This is an optimization exercise on Yosys and OpenROAD, whose aim is a short achievable clock period and few clock cycles per item, not a production implementation. RTL that was checked went through simulation tests only; none was proved equivalent to the original. The clock port is modelled as an ideal driver, which makes a skipped or thinned clock tree look cheaper than it is; a real chip needs a root buffer or a tree. Power is estimated from default activity; no workload was simulated.

Setup of v6:
## pcie_ingress_top
module pcie_ingress_top (
  input  wire                                    clk,
  input  wire                                    rst,
  input  wire                                    i_beat_valid,
  input  wire [32:0]                             i_beat,
  input  wire [31:0]                             i_control_addr_base,
  input  wire [pcie_ingress_pkg::BUF_ADDR_W-1:0] i_buf_offset,
  output logic                                   o_credit_return,
  output logic [225:0]                           o_regs,
  output logic                                   o_reg_write_stb,
  output logic                                   o_update_buf_stb,
  output logic [38:0]                            o_cmd,
  output logic [43:0]                            o_buf,
  output logic [30:0]                            o_cplt
);
For scale: about 1400 cells after synthesis, about 620 flip-flops, ~420 I/O pins, about 0.019 mm2 of cells after synthesis.
export LEC_CHECK = 0
export CAP_MARGIN = 20
export CORE_AREA = 5 5 225 225
export CTS_CLUSTER_DIAMETER = 60
export CTS_CLUSTER_SIZE = 30
export DIE_AREA = 0 0 230 230
export SETUP_SLACK_MARGIN = 3.3
export SLEW_MARGIN = 20
create_clock -name core_clock -period 5.0 [get_ports {clk}]
standard.sh (not shown) runs the stock make flow with config.mk's settings and CLKGATE_MAP_FILE= SYNTH_SCRIPT=/design/flow/synth_recipe.tcl, a recipe that flattens the netlist after the stock synthesis.
==> flow/flow/run.sh <==
#!/bin/bash
# Standard layout, except that the clock tree built by the CTS step is replaced
# by a two-level balanced tree (flow/myct.tcl, run as the CTS step's post hook).
set -euo pipefail
export MYCT_NLEAF=32
export POST_CTS_TCL="$PWD/flow/myct.tcl"
bash standard.sh finish > standard.log 2>&1
==> flow/flow/myct.tcl <==
# Rebuild the clock tree as two balanced buffer levels.
# The clock port drives NL1 first-level clkbuf_16; each of those drives a group of
# leaf clkbuf_16, each leaf drives a cluster of flip-flops found by recursive
# bisection of their placed positions.

set ct_nl1   [expr {[info exists ::env(MYCT_NL1)] ? $::env(MYCT_NL1) : 4}]
set ct_nleaf [expr {[info exists ::env(MYCT_NLEAF)] ? $::env(MYCT_NLEAF) : 16}]
set ct_l1cell   [expr {[info exists ::env(MYCT_L1CELL)] ? $::env(MYCT_L1CELL) : "sky130_fd_sc_hd__clkbuf_16"}]
set ct_leafcell [expr {[info exists ::env(MYCT_LEAFCELL)] ? $::env(MYCT_LEAFCELL) : "sky130_fd_sc_hd__clkbuf_16"}]

set db    [ord::get_db]
set block [ord::get_db_block]
set clk   [$block findNet clk]

# collect the sinks behind the existing tree and the tree's buffers
set sinks {}
set bufs {}
set nets {}
set todo [list $clk]
while {[llength $todo]} {
  set net [lindex $todo 0]
  set todo [lrange $todo 1 end]
  foreach it [$net getITerms] {
    if {![$it isInputSignal]} { continue }
    set inst [$it getInst]
    set mname [[$inst getMaster] getName]
    if {[string match "*clkbuf*" $mname] || [string match "*clkinv*" $mname] || [string match "sky130_fd_sc_hd__buf_*" $mname] && [string match "clk*" [$inst getName]]} {
      lappend bufs $inst
      foreach o [$inst getITerms] {
        if {[$o isOutputSignal] && [$o getNet] ne "NULL"} {
          lappend nets [$o getNet]
          lappend todo [$o getNet]
        }
      }
    } else {
      lappend sinks $it
    }
  }
}
puts "myct: [llength $sinks] sinks, removing [llength $bufs] buffers"
# dummy loads the tree synthesis added for balance go with the tree
set ffs {}
set loads {}
foreach it $sinks {
  set inst [$it getInst]
  set mname [[$inst getMaster] getName]
  if {[string match "clkload*" [$inst getName]]} {
    lappend loads $inst
  } elseif {[string match "*df*" $mname]} {
    lappend ffs $it
  } else {
    error "myct: unexpected clock sink $mname [$inst getName]"
  }
}
set sinks $ffs
puts "myct: [llength $sinks] flip-flops, removing [llength $loads] dummy loads"
foreach it $sinks { $it disconnect }
foreach l $loads { odb::dbInst_destroy $l }
foreach b $bufs { odb::dbInst_destroy $b }
foreach n $nets { odb::dbNet_destroy $n }

proc sink_xy {it} {
  set bb [[$it getInst] getBBox]
  return [list [expr {([$bb xMin] + [$bb xMax]) / 2}] [expr {([$bb yMin] + [$bb yMax]) / 2}]]
}

# split items (list of {x y payload}) into n groups of near equal size
proc bisect {items n} {
  if {$n <= 1} { return [list $items] }
  set xs {}; set ys {}
  foreach i $items { lappend xs [lindex $i 0]; lappend ys [lindex $i 1] }
  set w [expr {[tcl::mathfunc::max {*}$xs] - [tcl::mathfunc::min {*}$xs]}]
  set h [expr {[tcl::mathfunc::max {*}$ys] - [tcl::mathfunc::min {*}$ys]}]
  set k [expr {$w >= $h ? 0 : 1}]
  set sorted [lsort -integer -index $k $items]
  set n1 [expr {$n / 2}]
  set cut [expr {int(round(double([llength $sorted]) * $n1 / $n))}]
  return [concat [bisect [lrange $sorted 0 [expr {$cut - 1}]] $n1] \
                 [bisect [lrange $sorted $cut end] [expr {$n - $n1}]]]
}

proc centroid {items} {
  set sx 0; set sy 0
  foreach i $items { incr sx [lindex $i 0]; incr sy [lindex $i 1] }
  set n [llength $items]
  return [list [expr {$sx / $n}] [expr {$sy / $n}]]
}

proc place_at {inst xy} {
  set m [$inst getMaster]
  set x [expr {[lindex $xy 0] - [$m getWidth] / 2}]
  set y [expr {[lindex $xy 1] - [$m getHeight] / 2}]
  $inst setLocation $x $y
  $inst setPlacementStatus PLACED
}

set items {}
foreach it $sinks { lappend items [concat [sink_xy $it] [list $it]] }

set l1m   [$db findMaster $ct_l1cell]
set leafm [$db findMaster $ct_leafcell]
set per_l1 [expr {$ct_nleaf / $ct_nl1}]

set gi 0
set li 0
foreach grp [bisect $items $ct_nl1] {
  set l1 [odb::dbInst_create $block $l1m "myct_l1_$gi"]
  set l1net [odb::dbNet_create $block "myct_l1net_$gi"]
  $l1net setSigType CLOCK
  [$l1 findITerm A] connect $clk
  [$l1 findITerm X] connect $l1net
  set leafxy {}
  foreach cl [bisect $grp $per_l1] {
    set lf [odb::dbInst_create $block $leafm "myct_leaf_$li"]
    set lfnet [odb::dbNet_create $block "myct_leafnet_$li"]
    $lfnet setSigType CLOCK
    [$lf findITerm A] connect $l1net
    [$lf findITerm X] connect $lfnet
    foreach i $cl { [lindex $i 2] connect $lfnet }
    set c [centroid $cl]
    place_at $lf $c
    lappend leafxy $c
    incr li
  }
  place_at $l1 [centroid $leafxy]
  incr gi
}
puts "myct: built $gi first-level and $li leaf buffers"

detailed_placement
estimate_parasitics -placement
report_clock_skew
report_clock_min_period
repair_timing_helper
detailed_placement
check_placement -verbose
report_clock_skew
report_worst_slack -max
report_worst_slack -min
Testbench counts of v6, summed over its fixed seeds: cycles 18,144, items 2,400.
### v6 -> v7
diff --git a/flow/flow/run.sh b/flow/flow/run.sh
--- a/flow/flow/run.sh
+++ b/flow/flow/run.sh
@@ -4,3 +4,3 @@
 set -euo pipefail
-export MYCT_NLEAF=32
+export MYCT_NLEAF=24
 export POST_CTS_TCL="$PWD/flow/myct.tcl"
--- outcome ---
Comparing v6 with v7, the power share of the combinational group came out essentially unchanged.
v7 vs v6 — final cell area excluding filler cells dropped 0.89%.
| worst hold slack | v6 vs v7 | ≈ equal |
[compare] base=v6 new=v7: clock-pin slew on the worst setup and hold paths climbed 0.02 ns, global-route usage barely changed, clock skew barely changed, share of the core filled with cells dropped 0.48 points, insertion delay to the later sink of the worst-skew pair barely changed.
No run of this note takes its clock network from TritonCTS; it comes from the design's own scripts or RTL.


Setup of job 101:
Another version of the RTL of pcie_ingress_top (not shown whole).
Size: ~1500 cells after synthesis, roughly 660 flip-flops, roughly 20000 um2 of cells after synthesis.
Settings: LEC_CHECK=0, CAP_MARGIN=20, CORE_AREA=5 5 225 225, CTS_CLUSTER_DIAMETER=60, CTS_CLUSTER_SIZE=30, DIE_AREA=0 0 230 230, SETUP_SLACK_MARGIN=3.5, SLEW_MARGIN=20; clock period 5.0 ns.
==> flow/flow/run.sh <==
#!/bin/bash
# Standard layout, except that the clock tree built by the CTS step is replaced
# by a two-level balanced tree of clock inverters (flow/myct.tcl, run as the
# CTS step's post hook). Two inverter levels keep the clock's polarity.
set -euo pipefail
export MYCT_NL1=4
export MYCT_NLEAF=24
export MYCT_L1CELL=sky130_fd_sc_hd__clkinv_16
export MYCT_LEAFCELL=sky130_fd_sc_hd__clkinv_8
export POST_CTS_TCL="$PWD/flow/myct.tcl"
bash standard.sh finish > standard.log 2>&1
==> flow/flow/myct.tcl <==
# Rebuild the clock tree as two balanced levels of clock buffers or inverters
# (two inverter levels keep the clock's polarity).
# The clock port drives NL1 first-level cells; each of those drives a group of
# leaf cells, each leaf drives a cluster of flip-flops found by recursive
# bisection of their placed positions.

set ct_nl1   [expr {[info exists ::env(MYCT_NL1)] ? $::env(MYCT_NL1) : 4}]
set ct_nleaf [expr {[info exists ::env(MYCT_NLEAF)] ? $::env(MYCT_NLEAF) : 16}]
set ct_l1cell   [expr {[info exists ::env(MYCT_L1CELL)] ? $::env(MYCT_L1CELL) : "sky130_fd_sc_hd__clkbuf_16"}]
set ct_leafcell [expr {[info exists ::env(MYCT_LEAFCELL)] ? $::env(MYCT_LEAFCELL) : "sky130_fd_sc_hd__clkbuf_16"}]

set db    [ord::get_db]
set block [ord::get_db_block]
set clk   [$block findNet clk]

# collect the sinks behind the existing tree and the tree's buffers
set sinks {}
set bufs {}
set nets {}
set todo [list $clk]
while {[llength $todo]} {
  set net [lindex $todo 0]
  set todo [lrange $todo 1 end]
  foreach it [$net getITerms] {
    if {![$it isInputSignal]} { continue }
    set inst [$it getInst]
    set mname [[$inst getMaster] getName]
    if {[string match "*clkbuf*" $mname] || [string match "*clkinv*" $mname] || [string match "sky130_fd_sc_hd__buf_*" $mname] && [string match "clk*" [$inst getName]]} {
      lappend bufs $inst
      foreach o [$inst getITerms] {
        if {[$o isOutputSignal] && [$o getNet] ne "NULL"} {
          lappend nets [$o getNet]
          lappend todo [$o getNet]
        }
      }
    } else {
      lappend sinks $it
    }
  }
}
puts "myct: [llength $sinks] sinks, removing [llength $bufs] buffers"
# dummy loads the tree synthesis added for balance go with the tree
set ffs {}
set loads {}
foreach it $sinks {
  set inst [$it getInst]
  set mname [[$inst getMaster] getName]
  if {[string match "clkload*" [$inst getName]]} {
    lappend loads $inst
  } elseif {[string match "*df*" $mname]} {
    lappend ffs $it
  } else {
    error "myct: unexpected clock sink $mname [$inst getName]"
  }
}
set sinks $ffs
puts "myct: [llength $sinks] flip-flops, removing [llength $loads] dummy loads"
foreach it $sinks { $it disconnect }
foreach l $loads { odb::dbInst_destroy $l }
foreach b $bufs { odb::dbInst_destroy $b }
foreach n $nets { odb::dbNet_destroy $n }

proc outpin {inst} {
  foreach it [$inst getITerms] {
    if {[$it isOutputSignal]} { return $it }
  }
  error "myct: no output on [$inst getName]"
}

# Output flip-flops: the strongest drive of their cell type, and placed by
# their port's output buffer (legalized below).
proc pull_output_flops {} {
  set db [ord::get_db]
  set block [ord::get_db_block]
  set n 0
  foreach bt [$block getBTerms] {
    if {[$bt getIoType] ne "OUTPUT"} { continue }
    set net [$bt getNet]
    if {$net eq "NULL"} { continue }
    set buf ""
    foreach it [$net getITerms] { if {[$it isOutputSignal]} { set buf [$it getInst] } }
    if {$buf eq ""} { continue }
    set in ""
    foreach it [$buf getITerms] { if {[$it isInputSignal]} { set in [$it getNet] } }
    if {$in eq "" || $in eq "NULL"} { continue }
    set ff ""
    foreach it [$in getITerms] { if {[$it isOutputSignal]} { set ff [$it getInst] } }
    if {$ff eq ""} { continue }
    set mname [[$ff getMaster] getName]
    if {![regexp {^(sky130_fd_sc_hd__dfxtp)_\d+$} $mname -> base]} { continue }
    set big [$db findMaster "${base}_4"]
    if {$big ne "NULL" && $big ne [$ff getMaster]} { $ff swapMaster $big }
    set loc [$buf getLocation]
    $ff setLocation [lindex $loc 0] [lindex $loc 1]
    incr n
  }
  puts "myct: pulled $n output flip-flops to their output buffers"
}

proc sink_xy {it} {
  set bb [[$it getInst] getBBox]
  return [list [expr {([$bb xMin] + [$bb xMax]) / 2}] [expr {([$bb yMin] + [$bb yMax]) / 2}]]
}

# split items (list of {x y payload}) into n groups of near equal size
proc bisect {items n} {
  if {$n <= 1} { return [list $items] }
  set xs {}; set ys {}
  foreach i $items { lappend xs [lindex $i 0]; lappend ys [lindex $i 1] }
  set w [expr {[tcl::mathfunc::max {*}$xs] - [tcl::mathfunc::min {*}$xs]}]
  set h [expr {[tcl::mathfunc::max {*}$ys] - [tcl::mathfunc::min {*}$ys]}]
  set k [expr {$w >= $h ? 0 : 1}]
  set sorted [lsort -integer -index $k $items]
  set n1 [expr {$n / 2}]
  set cut [expr {int(round(double([llength $sorted]) * $n1 / $n))}]
  return [concat [bisect [lrange $sorted 0 [expr {$cut - 1}]] $n1] \
                 [bisect [lrange $sorted $cut end] [expr {$n - $n1}]]]
}

proc centroid {items} {
  set sx 0; set sy 0
  foreach i $items { incr sx [lindex $i 0]; incr sy [lindex $i 1] }
  set n [llength $items]
  return [list [expr {$sx / $n}] [expr {$sy / $n}]]
}

proc place_at {inst xy} {
  set m [$inst getMaster]
  set x [expr {[lindex $xy 0] - [$m getWidth] / 2}]
  set y [expr {[lindex $xy 1] - [$m getHeight] / 2}]
  $inst setLocation $x $y
  $inst setPlacementStatus PLACED
}

if {[info exists ::env(MYCT_PULL)] && $::env(MYCT_PULL)} { pull_output_flops }

set items {}
foreach it $sinks { lappend items [concat [sink_xy $it] [list $it]] }

set l1m   [$db findMaster $ct_l1cell]
set leafm [$db findMaster $ct_leafcell]
set per_l1 [expr {$ct_nleaf / $ct_nl1}]

set gi 0
set li 0
foreach grp [bisect $items $ct_nl1] {
  set l1 [odb::dbInst_create $block $l1m "myct_l1_$gi"]
  set l1net [odb::dbNet_create $block "myct_l1net_$gi"]
  $l1net setSigType CLOCK
  [$l1 findITerm A] connect $clk
  [outpin $l1] connect $l1net
  set leafxy {}
  foreach cl [bisect $grp $per_l1] {
    set lf [odb::dbInst_create $block $leafm "myct_leaf_$li"]
    set lfnet [odb::dbNet_create $block "myct_leafnet_$li"]
    $lfnet setSigType CLOCK
    [$lf findITerm A] connect $l1net
    [outpin $lf] connect $lfnet
    foreach i $cl { [lindex $i 2] connect $lfnet }
    set c [centroid $cl]
    place_at $lf $c
    lappend leafxy $c
    incr li
  }
  place_at $l1 [centroid $leafxy]
  incr gi
}
puts "myct: built $gi first-level and $li leaf buffers"

detailed_placement
estimate_parasitics -placement
report_clock_skew
report_clock_min_period
repair_timing_helper
detailed_placement
check_placement -verbose
report_clock_skew
report_worst_slack -max
report_worst_slack -min
report_clock_latency
report_check_types -max_slew -max_capacitance -violators
set ct_worst 0
foreach p [get_pins -of_objects [get_nets myct_leafnet_*]] {
  if {[get_property $p direction] ne "input"} { continue }
  set sl [get_property $p slew_max]
  if {$sl > $ct_worst} { set ct_worst $sl }
}
puts "myct: worst flip-flop clock slew $ct_worst"
#### Input delta (job 102 over job 101)
# job 101
export LEC_CHECK = 0
export CAP_MARGIN = 20
export CORE_AREA = 5 5 225 225
export CTS_CLUSTER_DIAMETER = 60
export CTS_CLUSTER_SIZE = 30
export DIE_AREA = 0 0 230 230
export SETUP_SLACK_MARGIN = 3.5
export SLEW_MARGIN = 20
create_clock -name core_clock -period 5.0 [get_ports {clk}]
# job 102
export LEC_CHECK = 0
export CAP_MARGIN = 20
export CORE_AREA = 5 5 205 205
export CTS_CLUSTER_DIAMETER = 60
export CTS_CLUSTER_SIZE = 30
export DIE_AREA = 0 0 210 210
export SETUP_SLACK_MARGIN = 3.5
export SLEW_MARGIN = 20
create_clock -name core_clock -period 5.0 [get_ports {clk}]
--- a/flow/flow/run.sh
+++ b/flow/flow/run.sh
@@ -7 +7 @@
-export MYCT_NLEAF=24
+export MYCT_NLEAF=28
### Flow results
Compared with job 101, in job 102 maximum number of pins on one net before global-route repair went down by 16; share of final-layout standard cells stronger than drive strength 1 was more or less identical; power went up by 84 uW; clock-pin slew on the worst setup and hold paths was more or less identical.
Job 102 against job 101: area overhead of the layout relative to synthesis saw a decrease; number of vias in the routed layout saw little to no change; wire length reported by the detailed router saw a decrease; ratio of final minimum period to clock period picked up an extra 0.20 points.
From job 101 to job 102 the numbers moved as follows: DRC violation total after the first TritonRoute iteration dropped 11%, area of all placed cells without fillers shows no meaningful change, reported clock group power went up by about 5%.
## Diff of input files: job 103 against job 102
# job 102
export LEC_CHECK = 0
export CAP_MARGIN = 20
export CORE_AREA = 5 5 205 205
export CTS_CLUSTER_DIAMETER = 60
export CTS_CLUSTER_SIZE = 30
export DIE_AREA = 0 0 210 210
export SETUP_SLACK_MARGIN = 3.5
export SLEW_MARGIN = 20
create_clock -name core_clock -period 5.0 [get_ports {clk}]
# job 103
export LEC_CHECK = 0
export CAP_MARGIN = 20
export CORE_AREA = 5 5 195 195
export CTS_CLUSTER_DIAMETER = 60
export CTS_CLUSTER_SIZE = 30
export DIE_AREA = 0 0 200 200
export SETUP_SLACK_MARGIN = 3.5
export SLEW_MARGIN = 20
create_clock -name core_clock -period 5.0 [get_ports {clk}]
--- outcome ---
The run showing the smaller core area is job 103.
In the metrics for job 103 and job 102, the one carrying the higher final cycle utilization of the critical path is job 102.
Re wire length per cell after detailed routing: job 103 and job 102 aren't equal, and the higher value belongs to job 102.
Compared to job 102, the routing of job 103 uses less wire.
Relative to job 102, worst setup margin has increased by 18 ps in job 103.
Compared job 102 against job 103; critical path depth within noise.
On post-layout minimum cycle time, job 103 does better than job 102.
Going from job 102 to job 103, floorplan row count decreased by 5.5% relative to the old numbers, core utilization increased 7.5 points, maximum clock rate rose by 6.2 MHz.
Summary — fraction of power consumed by combinational cells, job 103 relative to job 102: lower, by 0.2 points.
Function was not checked in any run of this note: the RTL went through the layout flow alone. No run of this note takes its clock network from TritonCTS; it comes from the design's own scripts or RTL.

what the ideal ports hide:
In the flow no input, the clock included, has a driving cell. The finished layouts below were timed again as built, in two steps. Step 1 sets driving cells, clkbuf_16 on the clock port and buf_2 on the other inputs (assumed; they add their load-dependent delay and slew). Step 2 adds t to the input delays and takes it off the output delays; t is the mean of the earliest and latest rising clock arrival at the registers after step 1. Input paths then give back, and output paths get back, about the clock's delay inside the block. Three values: ideal, step 1, step 2; two values: the first two.
| run | t (ns) | slack for setup (ns) | cell pins on the clock port's net |
|---|---|---|---|
| v6 | 0.476 | 3.085 / 2.993 / 2.963 | 4 |
| v7 | 0.467 | 3.080 / 2.995 / 2.869 | 4 |
| job 101 | 0.463 | 3.288 / 3.043 / 3.057 | 4 |
| job 102 | 0.467 | 3.278 / 3.034 / 3.043 | 4 |
| job 103 | 0.458 | 3.296 / 3.058 / 3.065 | 4 |
After both steps setup and hold are still met in every run listed. For job 102, which loses most, drivers alone change the setup slack by -0.244 ns; drivers and shift together by -0.235 ns.
